From an optimization exercise on the open Yosys and OpenROAD flow, aimed at small area, a short achievable clock period and few clock cycles; shortcuts taken in it are not production practice.
The RTL was checked by simulation tests, not by an equivalence proof against the original design.
No activity file was given, so power comes from the tool's default toggle rates.

Setup of lane 1:
## param_wallace_multiplier
module param_wallace_multiplier
#(
    parameter int WIDTH = 32
) (
    input  logic                 clk,
    input  logic                 rst,
    input  logic [WIDTH-1:0]     a,
    input  logic [WIDTH-1:0]     b,
    input  logic                 signed_mode,
    input  logic                 in_valid,
    output logic                 in_ready,
    output logic [2*WIDTH-1:0]   product,
    output logic                 out_valid,
    input  logic                 out_ready
);
==> flow/config.mk <==
export PLATFORM = sky130hd
export DESIGN_NAME = param_wallace_multiplier
export DESIGN_NICKNAME = param_wallace_multiplier
export VERILOG_FILES = /design/flow/design.v
export SDC_FILE = /design/flow/constraint.sdc
export NUM_CORES = 4
export LEC_CHECK = 0
export ABC_CLOCK_PERIOD_IN_PS = 5000
export CAP_MARGIN = 20
export CORE_MARGIN = 2
export CORE_UTILIZATION = 40
export PLACE_DENSITY = 0.75
export SETUP_SLACK_MARGIN = 4.0
export SLEW_MARGIN = 20
==> flow/constraint.sdc <==
create_clock -name core_clock -period 10.0 [get_ports {clk}]
set_input_delay 2.0000 -clock core_clock [delete_from_list [all_inputs] [get_ports {clk}]]
set_output_delay 2.0000 -clock core_clock [all_outputs]
set_load 0.01 [all_outputs]
standard.sh (not shown) runs the stock make flow with config.mk's settings and CLKGATE_MAP_FILE= SYNTH_SCRIPT=/design/flow/synth_recipe.tcl, a recipe that flattens the netlist after the stock synthesis.
==> flow/flow/run.sh <==
#!/bin/bash
# Own layout flow: the standard ORFS flow, with Yosys's generic "abc -fast"
# inside "synth" skipped (SYNTH_ARGS=-noabc). That pass re-maps the
# XOR3/majority full-adder logic before ORFS's extract_fa, which then finds the
# adders in inverted form and leaves an inverter on most adder-to-adder nets.
# Everything else (registers, their names, the final ABC mapping, floorplan,
# placement, CTS, routing) is the standard flow.
set -euo pipefail
bash standard.sh SYNTH_ARGS=-noabc finish > standard_flow.log 2>&1
Lane 1 completed; timing, DRC and antenna clean
Testbench counts of lane 1, summed over its fixed seeds: cycles 2,408.
Modified inputs, lane 2 compared to lane 1
Settings: ABC_AREA: unset -> 1; PLACE_DENSITY: 0.75 -> unset.
==> notes.md <==
- Relative to lane 1, the synthesized cell count of lane 2 is higher by 776.
- Cmp lane 2 and lane 1 / fraction of power consumed by sequential logic / higher: lane 1
- Diff lane 1 -> lane 2 | die outline width | increase of 3.3%
- Comparing lane 2 and lane 1, the higher worst setup slack is on lane 1.
- Changes observed in lane 2 relative to lane 1: clock network fraction of total power decreased 0.5 points; synthesized area increased 6.7%; number of non-clock buffers in the layout increased 12%; clock period minus final worst setup slack increased 0.024 ns.
Input changes introduced in lane 3 (baseline for comparison: lane 2):
Settings: CAP_MARGIN: 20 -> 0; SLEW_MARGIN: 20 -> 0; ABC_AREA: 1 -> unset.
--- outcome ---
Per the comparison of lane 3 with lane 2, die area decreased by 6.2% relative to the old numbers; worst clock skew barely changed; layout cell share with drive strength beyond 1 went up 1.3 points; xor and xnor area share after synthesis increased by 2.5 points relative to the old numbers; global-route wire length before repair shows a reduction of 11%. Kind of critical path: flop to output port -> lane 3, primary input to flop -> lane 2. Lane 3 completed; timing, DRC and antenna clean. Looking at most common cell after layout, fill and taps aside, the nand2_1 result is from lane 2; the xnor2_1 one comes from lane 3. Taking lane 2 as the reference, in lane 3 number of filler cells placed in the layout shrank by 514; number of buffers other than clock buffers in the final layout moved up.

param_wallace_multiplier, a different RTL version from the one above (not shown whole).
Size in the first run: ~120 flip-flops, ~140 I/O pins, about 0.028 sq mm of cells after synthesis.
Settings: LEC_CHECK=0, ABC_CLOCK_PERIOD_IN_PS=5000, CAP_MARGIN=20, CORE_MARGIN=2, CORE_UTILIZATION=40, CTS_BUF_LIST=sky130_fd_sc_hd__clkbuf_8, CTS_CLUSTER_SIZE=30, SETUP_SLACK_MARGIN=4.0, SLEW_MARGIN=20; clock period 10.0 ns.
Scripts as last shown in full above: flow/flow/run.sh
The starting point went through all stages and came out clean.
Testbench counts at the start, summed over its fixed seeds: cycles 2,408.
Then changed:
- CTS_BUF_LIST: sky130_fd_sc_hd__clkbuf_8 -> sky130_fd_sc_hd__clkbuf_4 sky130_fd_sc_hd__clkbuf_8
- CTS_CLUSTER_SIZE: 30 -> unset
- SETUP_SLACK_MARGIN: 4.0 -> 3.9
The new run completed without violations.
Total power is lower by 2.0%.
Combinational power barely changes.
Design area is lower by 0.60%.
Then changed:
- SETUP_SLACK_MARGIN: 3.9 -> 4.0
After rerunning:
- The changed run produced a clean layout
- total power went up by 2.0%
- final cell count went down by about 0.5%
- worst setup slack improved by 0.039 ns
- combinational power hardly moves
- global-route usage went down by 1.1 points
- clock skew barely changes
- die area stays the same
Then changed:
- CTS_BUF_LIST: sky130_fd_sc_hd__clkbuf_4 sky130_fd_sc_hd__clkbuf_8 -> unset
Outcome: Wire length went up by about 1%; cell area grows by about 2.2%; critical path depth is higher by 3; total power climbs by about 2.2%; synthesized cell count is unchanged; via count rises by about 0.3%.

== build 15 ==
RTL: one of the versions met above, not the one the previous note started from.
For scale: roughly 2900 cells after synthesis, ~130 flip-flops, about 140 I/O pins, ~29000 sq um of cells after synthesis.
Settings: LEC_CHECK=0, ABC_CLOCK_PERIOD_IN_PS=5000, CAP_MARGIN=20, CORE_MARGIN=2, CORE_UTILIZATION=40, SETUP_SLACK_MARGIN=4.15, SLEW_MARGIN=20; clock period 10.0 ns.
Scripts as last shown in full above: flow/flow/run.sh
Build 15: PASS, flow complete, no timing, DRC or antenna violations
Testbench counts of build 15, summed over its fixed seeds: cycles 2,408.
Input-level comparison between build 43 and build 15:
Settings: SETUP_SLACK_MARGIN: 4.15 -> 4.5.
[summary]
In terms of multi-input gate count, build 15 and build 43 differ only marginally.
Final clock period utilization by the worst path (lower): build 43
Of the two candidates, build 15 has the better half-perimeter wire length after detailed placement and build 43 the worse one.
Compared with build 15, in build 43 cell depth of the worst flop-to-flop path now sits higher; area growth from synthesis to layout shows an increase of 20 points; final instance area climbed 15%.
Going from build 15 to build 43, antenna diode count grows by 1.
Build 43 — share of the core filled with cells in the final layout 8.0 points higher, build 15 as reference
Modified inputs, build 96 compared to build 43
Settings: a change of SETUP_SLACK_MARGIN from 4.5 to 4.0.
-- flow/flow/run.sh --
<<< build 43, line 9
bash standard.sh SYNTH_ARGS=-noabc finish > standard_flow.log 2>&1
>>> build 96, line 9
bash standard.sh SYNTH_ARGS=-noabc SYNTH_OPERATIONS_ARGS=-nordff finish > standard_flow.log 2>&1
==> comparison <==
Changes observed in build 96 relative to build 43: post-route core utilization went down by 9.9 points, final instance area has decreased, sequential power went up. On final critical path time including I/O delays and setup, build 96 does worse than build 43. A first element of the critical path of r_q[6] is what build 96 shows, while b[3] belongs to build 43. Build 96 vs build 43, proportion of power drawn by the clock network went up by 1.3 points.
--- input diff build 96..build 2 ---
Settings: CORE_UTILIZATION now 55, was 40.
-- flow/flow/run.sh --
<<< build 96, line 9
bash standard.sh SYNTH_ARGS=-noabc SYNTH_OPERATIONS_ARGS=-nordff finish > standard_flow.log 2>&1
>>> build 2, line 9
bash standard.sh SYNTH_ARGS=-noabc finish > standard_flow.log 2>&1
Results
[compare] base=build 96 new=build 2: fraction of power spent switching nets moved up, initial antenna violation count moved down, power moved up. Source of the critical timing path = r_q[6]: build 96; source of the critical timing path = b[30]: build 2.
Inputs modified between build 2 and build 23:
Settings: changing CORE_UTILIZATION from 55 to 40; changing ABC_CLOCK_PERIOD_IN_PS from 5000 to 2500.
## What came out
The run showing the smaller non-clock buffer count is build 23.
Against build 2, build 23 comes in 2.1 points lower on portion of the clock cycle consumed by the worst path in the final layout.
Comparing headroom to the max-slew limit for build 2 and build 23, the smaller number came from build 2.
Between build 2 and build 23, the post-route minimum period is higher for build 2.
Compare build 2 and build 23 | filler cell count in the final layout lower: build 2
Build 23 vs. build 2: global-route wire length before repair neither gained nor lost much; first-iteration DRC count went down 567; sequential share of layout area went up; highest clock rate now larger.
In the reports for build 2 and build 23, the larger routed wire length belongs to build 2.
#### Input delta (build 14 over build 23)
Settings: SETUP_SLACK_MARGIN: 4.0 -> 3.0; ABC_CLOCK_PERIOD_IN_PS: 2500 -> 5000.
--- outcome ---
- Relative to build 23, worst endpoint data arrival time increased by 3170 ps in build 14.
- In build 14 relative to build 23, final non-filler cell total had gone down by a few percent.
- primary input to register as the kind of critical path was reported by build 14, and register to output port by build 23.
- On wire length, build 23 loses to build 14.
- Clock period minus final worst setup slack: build 14 vs build 23 up 920 ps
- Build 14 vs build 23: fmax down by more than 10%
- The worst hold slack number comes out higher for build 14 vs build 23.
- Final area delta for build 14 relative to build 23: 8.5% lower
- Comparing build 14 and build 23, the lower clock-buffer cell count is on build 23.
- Build 23 has a lower fraction of area in multi-input gates than build 14.

## oak
RTL: one of the versions met above, not the one the previous note started from.
Size in the first run: roughly 2800 cells after synthesis, roughly 140 I/O pins.
// param_wallace_multiplier
module param_wallace_multiplier
#(
    parameter int WIDTH = 32
) (
    input  logic                 clk,
    input  logic                 rst,
    input  logic [WIDTH-1:0]     a,
    input  logic [WIDTH-1:0]     b,
    input  logic                 signed_mode,
    input  logic                 in_valid,
    output logic                 in_ready,
    output logic [2*WIDTH-1:0]   product,
    output logic                 out_valid,
    input  logic                 out_ready
);
    logic [121:0] r_q;
    logic [121:0] r_d;
    logic        v_q;
    logic        adv_s;
    logic [51:0] row_x;
    logic [51:0] row_y;
    logic [11:0] lo_x;
    logic [11:0] lo_y;
    logic [12:0] lo_s;
    logic [52:0] hi_s;
    logic [33:0] ax;
    logic [34:0] bx;
    logic [33:0] xa_0;
    logic [33:0] xa_1;
    logic [33:0] xa_2;
    logic [33:0] xa_3;
    logic [33:0] xa_4;
    logic [33:0] xa_5;
    logic [33:0] xa_6;
    logic [33:0] xa_7;
    logic [33:0] xa_8;
    logic [33:0] xa_9;
    logic [33:0] xa_10;
    logic [33:0] xa_11;
    logic [33:0] xa_12;
    logic [33:0] xa_13;
    logic [33:0] xa_14;
    logic [33:0] xa_15;
    logic [33:0] xa_16;
    logic one_0;
    logic two_0;
    logic neg_0;
    logic pp_0_0;
  ...
export LEC_CHECK = 0
export ABC_CLOCK_PERIOD_IN_PS = 5000
export CAP_MARGIN = 20
export CORE_MARGIN = 2
export CORE_UTILIZATION = 40
export SETUP_SLACK_MARGIN = 4.5
export SLEW_MARGIN = 20
create_clock -name core_clock -period 10.0 [get_ports {clk}]
==> flow/flow/run.sh <==
#!/bin/bash
# Own layout flow: the standard ORFS flow, with Yosys's generic "abc -fast"
# inside "synth" skipped (SYNTH_ARGS=-noabc). That pass re-maps the
# XOR3/majority full-adder logic before ORFS's extract_fa, which then finds the
# adders in inverted form and leaves an inverter on most adder-to-adder nets.
# Everything else (registers, their names, the final ABC mapping, floorplan,
# placement, CTS, routing) is the standard flow.
set -euo pipefail
bash standard.sh SYNTH_ARGS=-noabc SETUP_MOVE_SEQUENCE=unbuffer,sizeup,swap finish > standard_flow.log 2>&1
Testbench counts of oak, summed over its fixed seeds: cycles 2,408.
--- input diff oak..pine ---
Settings: SETUP_SLACK_MARGIN changed from 4.5 to 4.0; GPL_ROUTABILITY_DRIVEN newly set to 0.
-- flow/flow/run.sh --
<<< oak, line 7
# placement, CTS, routing) is the standard flow.
set -euo pipefail
bash standard.sh SYNTH_ARGS=-noabc SETUP_MOVE_SEQUENCE=unbuffer,sizeup,swap finish > standard_flow.log 2>&1
>>> pine, line 7
# placement, CTS, routing) is the standard flow.
set -euo pipefail
bash standard.sh SYNTH_ARGS=-noabc finish > standard_flow.log 2>&1
==> notes.md <==
Between oak and pine, the time the final worst path needs with I/O delays and setup is higher for oak.
oak reports its slowest library cell on the worst path as sky130_fd_sc_hd__nor2b_4 while pine reports sky130_fd_sc_hd__fa_1.
Going from oak to pine, the net switching power figure was found to have gone down by about 8%.
Cell depth of the worst setup path, oak and pine: lower on pine
Compared with oak, in pine wire length essentially unchanged, share of total power in combinational logic decreased 1.5 points, cell area after layout decreased 3.4%, largest fanout on the critical path decreased 12.
### pine -> birch
Settings: clearing GPL_ROUTABILITY_DRIVEN, which used to be 0; swapping 4.0 for 3.9 in SETUP_SLACK_MARGIN.
### Flow results
birch against pine: number of setup violations in the final report now sits at about the same level; length of routed met3 wiring now sits higher; total vias in the final route now sits at about the same level; fmax now sits lower.
Summary of birch over pine: non-clock buffer count now smaller, total stage count of the critical path saw an increase, number of clock buffer instances in the layout rose by 6, number of synthesized flops with an enable pin neither gained nor lost much, final area now smaller.
Wire length is higher on birch

[static timing again, ports no longer ideal]
No port has a modelled driver above. Below, the same layouts with a new extraction and two added sets of constraints.
Step 1 (the two cells are an assumption about what drives the block):
set clk [get_ports {clk}]
set_driving_cell -lib_cell sky130_fd_sc_hd__clkbuf_16 $clk
set_driving_cell -lib_cell sky130_fd_sc_hd__buf_2 [delete_from_list [all_inputs] $clk]
Step 2, shift: input delay + t, output delay - t, t = (earliest + latest rising clock arrival at the registers) / 2. This alone moves slack from input paths to output paths.
a / b / c = no drivers / after step 1 / after step 2; a / b = the first two.
run | shift t [ns] | slack for setup (ns) | hold WS [ns] | cell pins on the clock port's net
lane 1 | 0.542 | 3.939 / 3.984 / 3.442 | 0.948 / 0.948 / 0.948 | 1
lane 2 | 0.478 | 3.915 / 3.953 / 3.474 | 0.833 / 0.833 / 0.833 | 1
lane 3 | 0.559 | 4.059 / 3.992 / 3.546 | 0.678 / 0.678 / 0.678 | 1
the first run of note 2 | 0.603 | 3.932 / 3.972 / 3.368 | 0.980 / 0.980 / 0.980 | 1
the second run of note 2 | 0.621 | 3.892 / 3.867 / 3.245 | 1.015 / 1.015 / 1.015 | 1
the third run of note 2 | 0.603 | 3.932 / 3.972 / 3.368 | 0.980 / 0.980 / 0.980 | 1
the fourth run of note 2 | 0.538 | 3.997 / 3.932 / 3.489 | 0.968 / 0.968 / 0.968 | 1
build 15 | 0.558 | 4.073 / 4.065 / 3.559 | 0.737 / 0.737 / 0.737 | 1
build 43 | 0.552 | 4.175 / 4.179 / 3.627 | 0.737 / 0.737 / 0.737 | 1
build 96 | 0.562 | 3.782 / 3.722 / 3.428 | 0.788 / 0.788 / 0.788 | 1
build 2 | 0.557 | 3.853 / 3.896 / 3.339 | 1.156 / 1.156 / 1.156 | 1
build 23 | 0.559 | 4.059 / 3.992 / 3.546 | 0.678 / 0.678 / 0.678 | 1
build 14 | 0.556 | 3.136 / 3.174 / 2.618 | 1.129 / 1.129 / 1.129 | 1
oak | 0.546 | 3.775 / 3.794 / 3.248 | 0.848 / 0.848 / 0.848 | 1
pine | 0.567 | 3.973 / 3.949 / 3.448 | 0.596 / 0.596 / 0.596 | 1
birch | 0.553 | 3.882 / 3.818 / 3.344 | 1.005 / 1.005 / 1.005 | 1
After both steps setup and hold are still met in every run listed. The setup slack of the second run of note 2, which loses most, moves by -0.025 ns with the drivers and by -0.647 ns with both steps.
